Background: an optimization exercise with open tools, aiming at small area, a short achievable clock period and few clock cycles per item. Do not read the settings as production practice.
Only simulation tests tie the RTL to the original design; equivalence was not proved.

==> trial 86: inputs <==
## proof_emul
module proof_emul #(
  parameter int BMAX = 256
) (
  input  logic            clk_i,
  input  logic            arst_ni,
  input  logic            istr_i,
  input  logic [BMAX-1:0] modp_i,
  input  logic [BMAX-1:0] opa_i,
  input  logic [BMAX-1:0] opb_i,
  output logic            busy_o,
  output logic            vlid_o,
  output logic            ierr_o,
  output logic [BMAX-1:0] prod_o
);
clock: 17.5 ns
lec_check: 0
cap_margin: 20
core_margin: 2
core_utilization: 40
cts_cluster_diameter: 100
cts_cluster_size: 24
place_density: 0.75
slew_margin: 20
standard.sh (not shown) runs the stock make flow with config.mk's settings and CLKGATE_MAP_FILE= SYNTH_SCRIPT=/design/flow/synth_recipe.tcl, a recipe that flattens the netlist after the stock synthesis.
==> flow/flow/run.sh <==
#!/bin/bash
# The standard ORFS layout (standard.sh), with two changes to how it is made:
#  - the port buffers are sky130_fd_sc_hd__buf_1 cells (buffer_ports' -buffer_cell);
#  - the flow's own repair_timing steps (after CTS and after global routing) are
#    asked for a larger setup slack margin, so that they size and buffer the
#    design for a shorter period than the constraint's. The SDC is unchanged.
# The full make output goes to make_finish.log; ORFS keeps each step's log under orfs/logs.
set -euo pipefail
export BUFFER_PORTS_ARGS="-buffer_cell sky130_fd_sc_hd__buf_1"
export SETUP_SLACK_MARGIN=12.5
bash standard.sh finish > make_finish.log 2>&1
==> inputs of trial 80, as changes to trial 86 <==
--- a/flow/design.v
+++ b/flow/design.v
@@ -60,88 +60,51 @@
     if (sel_c[0][S_ROT]) zd[5:4] = ss_r[259:258];
     mp = (pw1 & vqs1) | (pw2 & vqs2);
     mp = mp ^ vqng;
     s1  = xs ^ ys ^ zd;
     c1  = (xs & ys) | (xs & zd) | (ys & zd);
     c1s = {c1[WT-2:0], 1'b0};
-    s2  = ~(~s1 ^ c1s ^ mp);
-    c2  = ~((~s1 & ~c1s) | (~s1 & ~mp) | (~c1s & ~mp));
+    s2  = s1 ^ c1s ^ mp;
+    c2  = (s1 & c1s) | (s1 & mp) | (c1s & mp);
   end
   always_ff @(posedge clk_i) begin
     ss_r <= s2[W-1:0];
     sc_r <= {c2[W-2:0], 1'b0};
   end
   logic [2:0] nwin;
   logic       nds1, nds2, ndng;
   assign nwin = b_r[255:253];
   assign nds1 = nwin[1] ^ nwin[0];
   assign nds2 = (nwin[2] & ~nwin[1] & ~nwin[0]) | (~nwin[2] & nwin[1] & nwin[0]);
   assign ndng = nwin[2] & ~(nwin[1] & nwin[0]);
-  function automatic logic [12:0] ksadd(input logic [12:0] x, input logic [12:0] y);
-    logic [12:0] g, p, gn, pn, p0;
-    g  = x & y;
-    p  = x ^ y;
-    p0 = p;
-    for (int d = 1; d < 13; d = d * 2) begin
-      gn = g;
-      pn = p;
-      for (int i = d; i < 13; i++) begin
-        gn[i] = g[i] | (p[i] & g[i-d]);
-        pn[i] = p[i] & p[i-d];
-      end
-      g = gn;
-      p = pn;
-    end
-    ksadd = p0 ^ {g[11:0], 1'b0};
-  endfunction
-  logic [EW-1:0] ea, eb, ed;
-  logic [EW-1:0] wc_n, we_n, wd_n, wd_r;
-  logic [EW-1:0] u1s, u1c, u2s, u2c;
+  logic [EW-1:0] ea, eb, ec, ed, ee;
+  logic [EW-1:0] ena;
+  logic [EW-1:0] u1s, u1c, u2s, u2c, u3s, u3c;
   logic [12:0]   tx, ty;
-  logic [12:0]   pe1, pe3, pe3_r, npe1_r, npe3_r;
+  logic [12:0]   pe1, pe3;
   logic          ge3, ge1, gem1, gem3, ge3t, gem3t;
   logic          nqs1, nqs2, nqng;
-  logic [2:0] w2win;
-  logic       w2s1, w2s2, w2ng;
-  assign w2win = b_r[253:251];
-  assign w2s1  = w2win[1] ^ w2win[0];
-  assign w2s2  = (w2win[2] & ~w2win[1] & ~w2win[0]) | (~w2win[2] & w2win[1] & w2win[0]);
-  assign w2ng  = w2win[2] & ~(w2win[1] & w2win[0]);
-  function automatic logic [EW-1:0] wda(input logic [255:0] a, input logic s1,
-                                        input logic s2, input logic n, input int lo);
-    logic [EW-1:0] w;
-    for (int k = 0; k < EW; k++) begin
-      int i;
-      i = lo + k;
-      w[k] = ((((i <= 255) ? a[i] : 1'b0) & s1) |
-              (((i >= 1 && i <= 256) ? a[i-1] : 1'b0) & s2)) ^ n;
-    end
-    wda = w;
-  endfunction
-  assign wc_n = wda(a_r, nds1, nds2, ndng, 249);
-  assign we_n = wda(a_r, w2s1, w2s2, w2ng, 251);
-  assign wd_n = EW'(ksadd(13'(wc_n), 13'(we_n)));
-  assign pe1 = {4'b0, p_r[255:247]};
-  assign pe3 = ksadd(pe1, {pe1[11:0], 1'b0});
-  always_ff @(posedge clk_i) begin
-    wd_r   <= wd_n;
-    pe3_r  <= pe3;
-    npe1_r <= ksadd(~pe1, 13'd1);
-    npe3_r <= ksadd(~pe3, 13'd1);
-  end
   assign ea  = first_r ? '0 : ss_r[258:247];
   assign eb  = first_r ? '0 : sc_r[258:247];
+  assign ec  = zd[260:249];
   assign ed  = mp[260:249];
+  assign ena = (({7'b0, a_r[255:251]} & {EW{nds1}}) |
+                ({6'b0, a_r[255:250]} & {EW{nds2}})) ^ {EW{ndng}};
+  assign ee  = m_loop ? ena : '0;
   always_comb begin
-    u1s = ea ^ eb ^ ed;
-    u1c = ((ea & eb) | (ea & ed) | (eb & ed)) << 1;
-    u2s = u1s ^ u1c ^ wd_r;
-    u2c = ((u1s & u1c) | (u1s & wd_r) | (u1c & wd_r)) << 1;
+    u1s = ea ^ eb ^ ec;
+    u1c = ((ea & eb) | (ea & ec) | (eb & ec)) << 1;
+    u2s = u1s ^ u1c ^ ed;
+    u2c = ((u1s & u1c) | (u1s & ed) | (u1c & ed)) << 1;
+    u3s = u2s ^ u2c ^ ee;
+    u3c = ((u2s & u2c) | (u2s & ee) | (u2c & ee)) << 1;
   end
-  assign tx = {u2s, 1'b0};
-  assign ty = {u2c, 1'b0};
+  assign tx = {u3s, 1'b0};
+  assign ty = {u3c, 1'b0};
+  assign pe1 = {4'b0, p_r[255:247]};
+  assign pe3 = pe1 + {pe1[11:0], 1'b0};
   function automatic logic sgn3(input logic [12:0] x, input logic [12:0] y,
                                 input logic [12:0] k);
     logic [12:0] s, c, g, p, gn, pn;
     s = x ^ y ^ k;
     c = ((x & y) | (x & k) | (y & k)) << 1;
     g = s & c;
@@ -155,16 +118,16 @@
       end
       g = gn;
       p = pn;
     end
     sgn3 = s[12] ^ c[12] ^ g[11];
   endfunction
-  assign ge3  = ~sgn3(tx, ty, npe3_r);
-  assign ge1  = ~sgn3(tx, ty, npe1_r);
+  assign ge3  = ~sgn3(tx, ty, -pe3);
+  assign ge1  = ~sgn3(tx, ty, -pe1);
   assign gem1 = ~sgn3(tx, ty, pe1);
-  assign gem3 = ~sgn3(tx, ty, pe3_r);
+  assign gem3 = ~sgn3(tx, ty, pe3);
   assign ge3t  = ge3 & ge1;
   assign gem3t = gem3 | gem1;
   assign nqs2 = ge3t | ~gem3t;
   assign nqs1 = (ge1 & ~ge3t) | (gem3t & ~gem1);
   assign nqng = ge1;
   always_ff @(posedge clk_i) begin
@@ -175,14 +138,14 @@
       p_r <= p_r << 2;
     end
     b_r <= istr_i ? {2'b00, opb_i} : (b_r << 2);
   end
   logic last_step, zero_now, neg_now, norm_done;
   assign last_step = (j_r == 8'd130);
-  assign zero_now  = (c2[W-2:0] == '0);
-  assign neg_now   = s2[W-1];
+  assign zero_now  = (c1[W-2:0] == '0);
+  assign neg_now   = s1[W-1];
   assign norm_done = (p_r[253:252] != 2'b00) || (sh_r == 7'd126);
   assign sel0      = sel_c[0];
   always_comb begin
     sel_n = sel0;
     if (istr_i) begin
       sel_n = '0;
@@ -201,15 +164,15 @@
         end else begin
           sel_n[S_G4]  = 1'b1;
           sel_n[S_G1]  = 1'b0;
           sel_n[S_DS1] = nds1;
           sel_n[S_DS2] = nds2;
           sel_n[S_DNG] = ndng;
-          sel_n[S_QS1] = nqs1 & ~first_r;
-          sel_n[S_QS2] = nqs2 & ~first_r;
-          sel_n[S_QNG] = nqng & ~first_r;
+          sel_n[S_QS1] = nqs1;
+          sel_n[S_QS2] = nqs2;
+          sel_n[S_QNG] = nqng;
         end
       end
       if (m_res) begin
         if (sel0[S_QS1]) begin
           sel_n[S_QS1] = 1'b0;
         end else if (zero_now) begin
@@ -351,14 +314,8 @@
           bdec_r <= 1'b1;
           bge_r  <= (bp > pp);
         end
       end
     end
   end
-  logic ierr_r, vlid_n;
-  assign vlid_n = ~istr_i & ((m_res & ~sel0[S_QS1] & zero_now & ~(neg_now & ~cor_r) &
-                             (sh_r == 7'd0)) | (m_rot & (rc_r == 7'd0)));
-  always_ff @(posedge clk_i) begin
-    ierr_r <= vlid_n & (pev_r | aovf_r | bovf_r | age_r | bge_r);
-  end
-  assign ierr_o = ierr_r;
+  assign ierr_o = vlid_r & (pev_r | aovf_r | bovf_r | age_r | bge_r);
 endmodule
==> flow/flow/run.sh (replaced) <==
#!/bin/bash
# The standard ORFS layout (standard.sh), with two changes to how it is made:
#  - the port buffers are sky130_fd_sc_hd__buf_2 cells (buffer_ports' -buffer_cell);
#  - the flow's own repair_timing steps (after CTS and after global routing) are
#    asked for a larger setup slack margin, so that they size and buffer the
#    design for a shorter period than the constraint's. The SDC is unchanged.
# The full make output goes to make_finish.log; ORFS keeps each step's log under orfs/logs.
set -euo pipefail
export BUFFER_PORTS_ARGS="-buffer_cell sky130_fd_sc_hd__buf_2"
export SETUP_SLACK_MARGIN=12.5
bash standard.sh finish > make_finish.log 2>&1
==> flow/config.mk (replaced) <==
export PLATFORM = sky130hd
export DESIGN_NAME = proof_emul
export DESIGN_NICKNAME = proof_emul
export VERILOG_FILES = /design/flow/design.v
export SDC_FILE = /design/flow/constraint.sdc
export NUM_CORES = 4
export LEC_CHECK = 0
export CAP_MARGIN = 20
export CORE_MARGIN = 2
export CORE_UTILIZATION = 40
export SLEW_MARGIN = 20
==> summary.md <==
After detailed placement, the design holds a cell count of 9393. Measured on the final layout, buffering overhead outside the clock network stands at 7.46%. The worst min-delay path endpoint was b_r[242].

The flow ran to the end and the layout has no timing, DRC or antenna violations. The depth of the most critical reg-to-reg path came out at 21. Summing the areas of all and, or, nand and nor instances in the mapped netlist gives 2.87% of the synthesized area. The actual slew at the worst max-slew pin was 0.979 ns; the violation count after the first detailed-route iteration was 4722.

The fraction of the cycle the final worst path needs is 31.6%. In this run the number of cells on the critical path is 3. For this run, the share of the core covered by cells in the final layout is 47.0%.
The numbers above come from trial 80.

==> summary.md <==
The worst min-delay path endpoint was b_r[6]. Cells fill 45.0% of the core in the end. Post-synthesis cell type with the largest combined area: sky130_fd_sc_hd__dfxtp_1. In the final routed layout, each cell accounts on average for 31.6 µm. By count the netlist is led by sky130_fd_sc_hd__dfxtp_1 (831), sky130_fd_sc_hd__inv_1 (610), sky130_fd_sc_hd__fa_1 (578). The count of cell instances traversed by the critical path came out at 1. The buffering overhead is 7.19%. The run gives 7.33% as the met3 layer usage reported by global route. For the worst flop-to-flop path, the logic depth is 14. The share of synthesized cell area in full adder, half adder and majority cells works out to 16.4%. The fraction of the cycle the final worst path needs is 28.5%, and the count of placed standard cells including taps is 9254. The area fraction of the dominant cell type after synthesis is 21.6%.

The run finished with no timing, DRC or antenna violations. Actual slew at the worst max-slew pin: 1.09 ns. The worst slew margin relative to its limit is 27.4%.
The numbers above come from trial 86.

Testbench counts of trial 86, summed over its fixed seeds: cycles 26,287, items 192.
Testbench counts of trial 80, summed over its fixed seeds: cycles 26,406, items 192.

========
==> lagoon <==
proof_emul, a different RTL version from the one above (not shown whole).
Settings: LEC_CHECK=0, CAP_MARGIN=20, CORE_MARGIN=2, CORE_UTILIZATION=40, GPL_TIMING_DRIVEN=0, SLEW_MARGIN=20; clock period 17.5 ns.
run.sh (not shown) runs the stock make flow with config.mk's settings and CLKGATE_MAP_FILE= SYNTH_SCRIPT=/design/flow/synth_recipe.tcl, a recipe that flattens the netlist after the stock synthesis.
Stock flow here: none of the scripts above is used.
==> inputs of onyx, as changes to lagoon <==
GPL_TIMING_DRIVEN = not set   (was 0)
==> inputs of amber, as changes to lagoon <==
--- a/flow/design.v
+++ b/flow/design.v
@@ -13,48 +13,58 @@
   output logic [BMAX-1:0] prod_o
 );
   localparam int W  = 261;    
   localparam int WT = 263;    
   localparam int EW = 12;     
   logic [255:0] p_r, a_r;
   logic [257:0] b_r;
   logic [W-1:0] ss_r, sc_r;
-  logic g4_r, g1_r;                
-  logic ds1_r, ds2_r, dng_r;       
-  logic qs1_r, qs2_r, qng_r;       
-  logic rot_r;                     
+  localparam int NS = 4;
+  localparam int SW = 9;
+  localparam int S_G4 = 0, S_G1 = 1, S_DS1 = 2, S_DS2 = 3, S_DNG = 4,
+                 S_QS1 = 5, S_QS2 = 6, S_QNG = 7, S_ROT = 8;
+  logic [SW-1:0] sel_n;           
+  logic [SW-1:0] sel_q [NS];      
+  logic [SW-1:0] sel_c [NS];      
+  logic [SW-1:0] sel0;            
   logic       busy_r, vlid_r;
   logic       m_norm, m_loop, m_res, m_rot;
   logic       first_r, cor_r;
   logic [7:0] j_r;                 
   logic [7:0] ka_r;                
   logic [6:0] sh_r;                
   logic [6:0] rc_r;                
   logic [WT-1:0] xs, ys, zd, mp, s1, c1, c1s, s2, c2;
   logic [WT-1:0] pw1, pw2;
   assign pw1 = {3'b0, p_r, 4'b0};
   assign pw2 = {2'b0, p_r, 5'b0};
+  logic [WT-1:0] vg4, vg1, vds1, vds2, vdng, vqs1, vqs2, vqng;
   always_comb begin
-    xs = '0;
-    ys = '0;
-    if (g4_r) begin
-      xs = {ss_r, 2'b00};
-      ys = {sc_r, 2'b00};
-    end else if (g1_r) begin
-      xs = {2'b00, ss_r};
-      ys = {2'b00, sc_r};
+    for (int i = 0; i < WT; i++) begin
+      vg4[i]  = sel_c[i*NS/WT][S_G4];
+      vg1[i]  = sel_c[i*NS/WT][S_G1];
+      vds1[i] = sel_c[i*NS/WT][S_DS1];
+      vds2[i] = sel_c[i*NS/WT][S_DS2];
+      vdng[i] = sel_c[i*NS/WT][S_DNG];
+      vqs1[i] = sel_c[i*NS/WT][S_QS1];
+      vqs2[i] = sel_c[i*NS/WT][S_QS2];
+      vqng[i] = sel_c[i*NS/WT][S_QNG];
     end
-    xs[0] = xs[0] | dng_r;
-    ys[0] = ys[0] | qng_r;
-    zd = ({7'b0, a_r} & {WT{ds1_r}}) | ({6'b0, a_r, 1'b0} & {WT{ds2_r}});
-    zd = zd ^ {WT{dng_r}};
-    if (rot_r) zd[5:4] = ss_r[259:258];
-    mp = (pw1 & {WT{qs1_r}}) | (pw2 & {WT{qs2_r}});
-    mp = mp ^ {WT{qng_r}};
+  end
+  always_comb begin
+    xs = ({ss_r, 2'b00} & vg4) | ({2'b00, ss_r} & vg1);
+    ys = ({sc_r, 2'b00} & vg4) | ({2'b00, sc_r} & vg1);
+    xs[0] = xs[0] | vdng[0];
+    ys[0] = ys[0] | vqng[0];
+    zd = ({7'b0, a_r} & vds1) | ({6'b0, a_r, 1'b0} & vds2);
+    zd = zd ^ vdng;
+    if (sel_c[0][S_ROT]) zd[5:4] = ss_r[259:258];
+    mp = (pw1 & vqs1) | (pw2 & vqs2);
+    mp = mp ^ vqng;
     s1  = xs ^ ys ^ zd;
     c1  = (xs & ys) | (xs & zd) | (ys & zd);
     c1s = {c1[WT-2:0], 1'b0};
     s2  = s1 ^ c1s ^ mp;
     c2  = (s1 & c1s) | (s1 & mp) | (c1s & mp);
   end
   always_ff @(posedge clk_i) begin
     ss_r <= s2[W-1:0];
@@ -124,137 +134,153 @@
     if (istr_i) begin
       p_r <= modp_i;
       a_r <= opa_i;
     end else if (m_norm) begin
       p_r <= p_r << 2;
     end
     b_r <= istr_i ? {2'b00, opb_i} : (b_r << 2);
   end
-  logic last_step, zero_next, neg_next, norm_done;
+  logic last_step, zero_now, neg_now, norm_done;
   assign last_step = (j_r == 8'd130);
-  assign zero_next = (c2[W-2:0] == '0);
-  assign neg_next  = s2[W-1];
+  assign zero_now  = (c1[W-2:0] == '0);
+  assign neg_now   = s1[W-1];
   assign norm_done = (p_r[253:252] != 2'b00) || (sh_r == 7'd126);
+  assign sel0      = sel_c[0];
+  always_comb begin
+    sel_n = sel0;
+    if (istr_i) begin
+      sel_n = '0;
+      sel_n[S_DS1] = (modp_i[255] | modp_i[254]) & opb_i[255];
+    end else begin
+      if (m_norm && norm_done) begin
+        sel_n[S_DS1] = nds1;
+        sel_n[S_DS2] = nds2;
+        sel_n[S_DNG] = ndng;
+      end
+      if (m_loop) begin
+        if (last_step) begin
+          sel_n = '0;
+          sel_n[S_G1] = 1'b1;
+          sel_n[S_QS1] = ~gem1;
+        end else begin
+          sel_n[S_G4]  = 1'b1;
+          sel_n[S_G1]  = 1'b0;
+          sel_n[S_DS1] = nds1;
+          sel_n[S_DS2] = nds2;
+          sel_n[S_DNG] = ndng;
+          sel_n[S_QS1] = nqs1;
+          sel_n[S_QS2] = nqs2;
+          sel_n[S_QNG] = nqng;
+        end
+      end
+      if (m_res) begin
+        if (sel0[S_QS1]) begin
+          sel_n[S_QS1] = 1'b0;
+        end else if (zero_now) begin
+          if (neg_now && !cor_r) begin
+            sel_n[S_QS1] = 1'b1;
+          end else if (sh_r != 7'd0) begin
+            sel_n[S_G4]  = 1'b1;
+            sel_n[S_G1]  = 1'b0;
+            sel_n[S_ROT] = 1'b1;
+          end
+        end
+      end
+      if (m_rot && rc_r == 7'd0) begin
+        sel_n[S_G4]  = 1'b0;
+        sel_n[S_G1]  = 1'b1;
+        sel_n[S_ROT] = 1'b0;
+      end
+    end
+  end
+  for (genvar k = 0; k < NS; k++) begin : g_sel
+    localparam logic [SW-1:0] POL = (k % 2 == 1) ? '1 : '0;
+    if (k / 2 == 0) begin : g_r0
+      always_ff @(posedge clk_i or negedge arst_ni) begin
+        if (!arst_ni) sel_q[k] <= POL ^ (SW'(1) << S_G1);
+        else          sel_q[k] <= sel_n ^ POL;
+      end
+    end else begin : g_r1
+      always_ff @(posedge clk_i or negedge arst_ni) begin
+        if (!arst_ni) sel_q[k] <= ~(POL ^ (SW'(1) << S_G1));
+        else          sel_q[k] <= sel_n ^ POL;
+      end
+    end
+    assign sel_c[k] = sel_q[k] ^ POL;
+  end
   always_ff @(posedge clk_i or negedge arst_ni) begin
     if (!arst_ni) begin
       busy_r  <= 1'b0;
       vlid_r  <= 1'b0;
       m_norm  <= 1'b0;
       m_loop  <= 1'b0;
       m_res   <= 1'b0;
       m_rot   <= 1'b0;
       first_r <= 1'b0;
       cor_r   <= 1'b0;
-      g4_r    <= 1'b0;
-      g1_r    <= 1'b1;
-      ds1_r   <= 1'b0;
-      ds2_r   <= 1'b0;
-      dng_r   <= 1'b0;
-      qs1_r   <= 1'b0;
-      qs2_r   <= 1'b0;
-      qng_r   <= 1'b0;
-      rot_r   <= 1'b0;
       j_r     <= '0;
       ka_r    <= '0;
       sh_r    <= '0;
       rc_r    <= '0;
     end else if (istr_i) begin
       busy_r  <= 1'b1;
       vlid_r  <= 1'b0;
       m_norm  <= ~(modp_i[255] | modp_i[254]);
       m_loop  <= modp_i[255] | modp_i[254];
       m_res   <= 1'b0;
       m_rot   <= 1'b0;
       first_r <= 1'b1;
       cor_r   <= 1'b0;
-      g4_r    <= 1'b0;
-      g1_r    <= 1'b0;
-      ds1_r   <= (modp_i[255] | modp_i[254]) & opb_i[255];
-      ds2_r   <= 1'b0;
-      dng_r   <= 1'b0;
-      qs1_r   <= 1'b0;
-      qs2_r   <= 1'b0;
-      qng_r   <= 1'b0;
-      rot_r   <= 1'b0;
       j_r     <= '0;
       ka_r    <= '0;
       sh_r    <= '0;
       rc_r    <= '0;
     end else begin
       vlid_r <= 1'b0;
       if (m_norm) begin
         sh_r <= sh_r + 7'd1;
         ka_r <= ka_r + 8'd1;
         if (norm_done) begin
           m_norm <= 1'b0;
           m_loop <= 1'b1;
-          ds1_r  <= nds1;
-          ds2_r  <= nds2;
-          dng_r  <= ndng;
         end
       end
       if (m_loop) begin
         first_r <= 1'b0;
         j_r     <= j_r + 8'd1;
         ka_r    <= ka_r + 8'd1;
         if (last_step) begin
           m_loop <= 1'b0;
           m_res  <= 1'b1;
-          g4_r   <= 1'b0;
-          g1_r   <= 1'b1;
-          ds1_r  <= 1'b0;
-          ds2_r  <= 1'b0;
-          dng_r  <= 1'b0;
-          qs1_r  <= ~gem1;
-          qs2_r  <= 1'b0;
-          qng_r  <= 1'b0;
           cor_r  <= ~gem1;
-        end else begin
-          g4_r   <= 1'b1;
-          g1_r   <= 1'b0;
-          ds1_r  <= nds1;
-          ds2_r  <= nds2;
-          dng_r  <= ndng;
-          qs1_r  <= nqs1;
-          qs2_r  <= nqs2;
-          qng_r  <= nqng;
         end
       end
       if (m_res) begin
-        if (qs1_r) begin
-          qs1_r <= 1'b0;
-        end else if (zero_next) begin
-          if (neg_next && !cor_r) begin
-            qs1_r <= 1'b1;
+        if (!sel0[S_QS1] && zero_now) begin
+          if (neg_now && !cor_r) begin
             cor_r <= 1'b1;
           end else begin
             m_res <= 1'b0;
             if (sh_r == 7'd0) begin
               busy_r <= 1'b0;
               vlid_r <= 1'b1;
             end else begin
               m_rot <= 1'b1;
-              g4_r  <= 1'b1;
-              g1_r  <= 1'b0;
-              rot_r <= 1'b1;
               rc_r  <= 7'd127 - sh_r;
             end
           end
         end
       end
       if (m_rot) begin
         rc_r <= rc_r - 7'd1;
         if (rc_r == 7'd0) begin
           m_rot  <= 1'b0;
           busy_r <= 1'b0;
           vlid_r <= 1'b1;
-          g4_r   <= 1'b0;
-          g1_r   <= 1'b1;
-          rot_r  <= 1'b0;
         end
       end
     end
   end
   assign busy_o = busy_r;
   assign vlid_o = vlid_r;
   assign prod_o = ss_r[259:4];
   logic       pev_r, aovf_r, bovf_r, adec_r, age_r, bdec_r, bge_r;
@@ -286,10 +312,16 @@
         end
         if (!bdec_r && (bp != pp)) begin
           bdec_r <= 1'b1;
           bge_r  <= (bp > pp);
         end
       end
     end
   end
-  assign ierr_o = vlid_r & (pev_r | aovf_r | bovf_r | age_r | bge_r);
+  logic ierr_r, vlid_n;
+  assign vlid_n = ~istr_i & ((m_res & ~sel0[S_QS1] & zero_now & ~(neg_now & ~cor_r) &
+                             (sh_r == 7'd0)) | (m_rot & (rc_r == 7'd0)));
+  always_ff @(posedge clk_i) begin
+    ierr_r <= vlid_n & (pev_r | aovf_r | bovf_r | age_r | bge_r);
+  end
+  assign ierr_o = ierr_r;
 endmodule
==> flow/flow/run.sh (new file) <==
#!/bin/bash
# The standard ORFS layout (standard.sh), with two changes to how it is made:
#  - the port buffers are sky130_fd_sc_hd__buf_2 cells (buffer_ports' -buffer_cell);
#  - the flow's own repair_timing steps (after CTS and after global routing) are
#    asked for a larger setup slack margin, so that they size and buffer the
#    design for a shorter period than the constraint's. The SDC is unchanged.
# The full make output goes to make_finish.log; ORFS keeps each step's log under orfs/logs.
set -euo pipefail
export BUFFER_PORTS_ARGS="-buffer_cell sky130_fd_sc_hd__buf_2"
export SETUP_SLACK_MARGIN=12.5
bash standard.sh finish > make_finish.log 2>&1
==> flow/standard.sh (new file) <==
#!/bin/bash
# synth_recipe.tcl (not shown) runs the flow's synth.tcl, then flattens the netlist and writes it again
# the make line also repeats each setting of config.mk as NAME=value (left out here)
make -C /OpenROAD-flow-scripts/flow DESIGN_CONFIG=/design/flow/config.mk WORK_HOME=/design/flow/orfs CLKGATE_MAP_FILE= SYNTH_SCRIPT=/design/flow/synth_recipe.tcl "${@:-finish}"
GPL_TIMING_DRIVEN = not set   (was 0)
removed: flow/run.sh
==> inputs of raven, as changes to lagoon <==
==> flow/flow/run.sh (new file) <==
#!/bin/bash
# Standard ORFS layout, with the port buffers made of buf_2 cells instead of the
# default cell that buffer_ports picks. Full make output goes to make_finish.log.
set -euo pipefail
export BUFFER_PORTS_ARGS="-buffer_cell sky130_fd_sc_hd__buf_2"
bash standard.sh finish > make_finish.log 2>&1
==> flow/standard.sh (new file) <==
#!/bin/bash
# synth_recipe.tcl (not shown) runs the flow's synth.tcl, then flattens the netlist and writes it again
# the make line also repeats each setting of config.mk as NAME=value (left out here)
make -C /OpenROAD-flow-scripts/flow DESIGN_CONFIG=/design/flow/config.mk WORK_HOME=/design/flow/orfs CLKGATE_MAP_FILE= SYNTH_SCRIPT=/design/flow/synth_recipe.tcl "${@:-finish}"
removed: flow/run.sh
==> flow_metrics.tcl <==
set metrics [dict create \
    yosysMostFrequentCell "dfxtp_1" \
    status "timing/DRC/antenna clean" \
    fin_ws_ns 7.81 \
    cts_resized 0 \
    layout_commonest_cell "buf_2" \
    synth_cell_types 61 \
    path_buf_inv 5 \
]
-- figures above: raven

==> flow_metrics.tcl <==
set metrics [dict create \
    synth_cell_types 61 \
    fin_ws_ns 10.19 \
    layout_commonest_cell "clkdlybuf4s50_1" \
    status "timing/DRC/antenna clean" \
]
-- figures above: onyx

==> flow_metrics.tcl <==
set metrics [dict create \
    status "timing/DRC/antenna clean" \
    fin_ws_ns 12.36 \
    cts_resized 161 \
    synth_cell_types 73 \
]
-- figures above: amber

==> flow_metrics.tcl <==
set metrics [dict create \
    yosysMostFrequentCell "dfxtp_1" \
    cts_resized 0 \
    dr.first_iter.drc_count 6238 \
    status "timing/DRC/antenna clean" \
    fin_ws_ns 8.81 \
    layout_commonest_cell "clkdlybuf4s50_1" \
]
-- figures above: lagoon

Testbench counts of lagoon, summed over its fixed seeds: cycles 26,287, items 192.
Testbench counts of onyx, summed over its fixed seeds: cycles 26,287, items 192.
Testbench counts of amber, summed over its fixed seeds: cycles 26,406, items 192.
Testbench counts of raven, summed over its fixed seeds: cycles 26,287, items 192.

-- re-timing with driven ports --
How much do the figures lean on ideal ports? The routed layouts below were timed once more, with nothing changed but the port constraints. Step 1 assumes that a clkbuf_16 drives the clock port and a buf_2 every other input. Step 2, shift: input delay + t, output delay - t, t = (earliest + latest rising clock arrival at the registers) / 2. This alone moves slack from input paths to output paths. Slacks: ideal ports / drivers / drivers and shift; pairs: ideal ports / drivers.
| run | t (ns) | setup WS [ns] | worst setup path at the end | pins driven straight from the clock port |
|---|---|---|---|---|
| trial 86 | 0.850 | 12.517 / 12.426 / 11.738 | input to register | 1 |
| trial 80 | 0.922 | 11.974 / 11.876 / 11.614 | input to register | 1 |
| lagoon | 0.924 | 8.811 / 8.811 / 8.417 | input to register | 1 |
| onyx | 0.893 | 10.189 / 10.189 / 9.838 | input to register | 1 |
| amber | 0.915 | 12.356 / 12.356 / 11.653 | input to register | 1 |
| raven | 0.923 | 7.813 / 7.813 / 7.813 | register to register | 1 |
After both steps every run listed still meets setup and hold. The setup slack of trial 86, which loses most, moves by -0.091 ns with the drivers and by -0.779 ns with both steps.
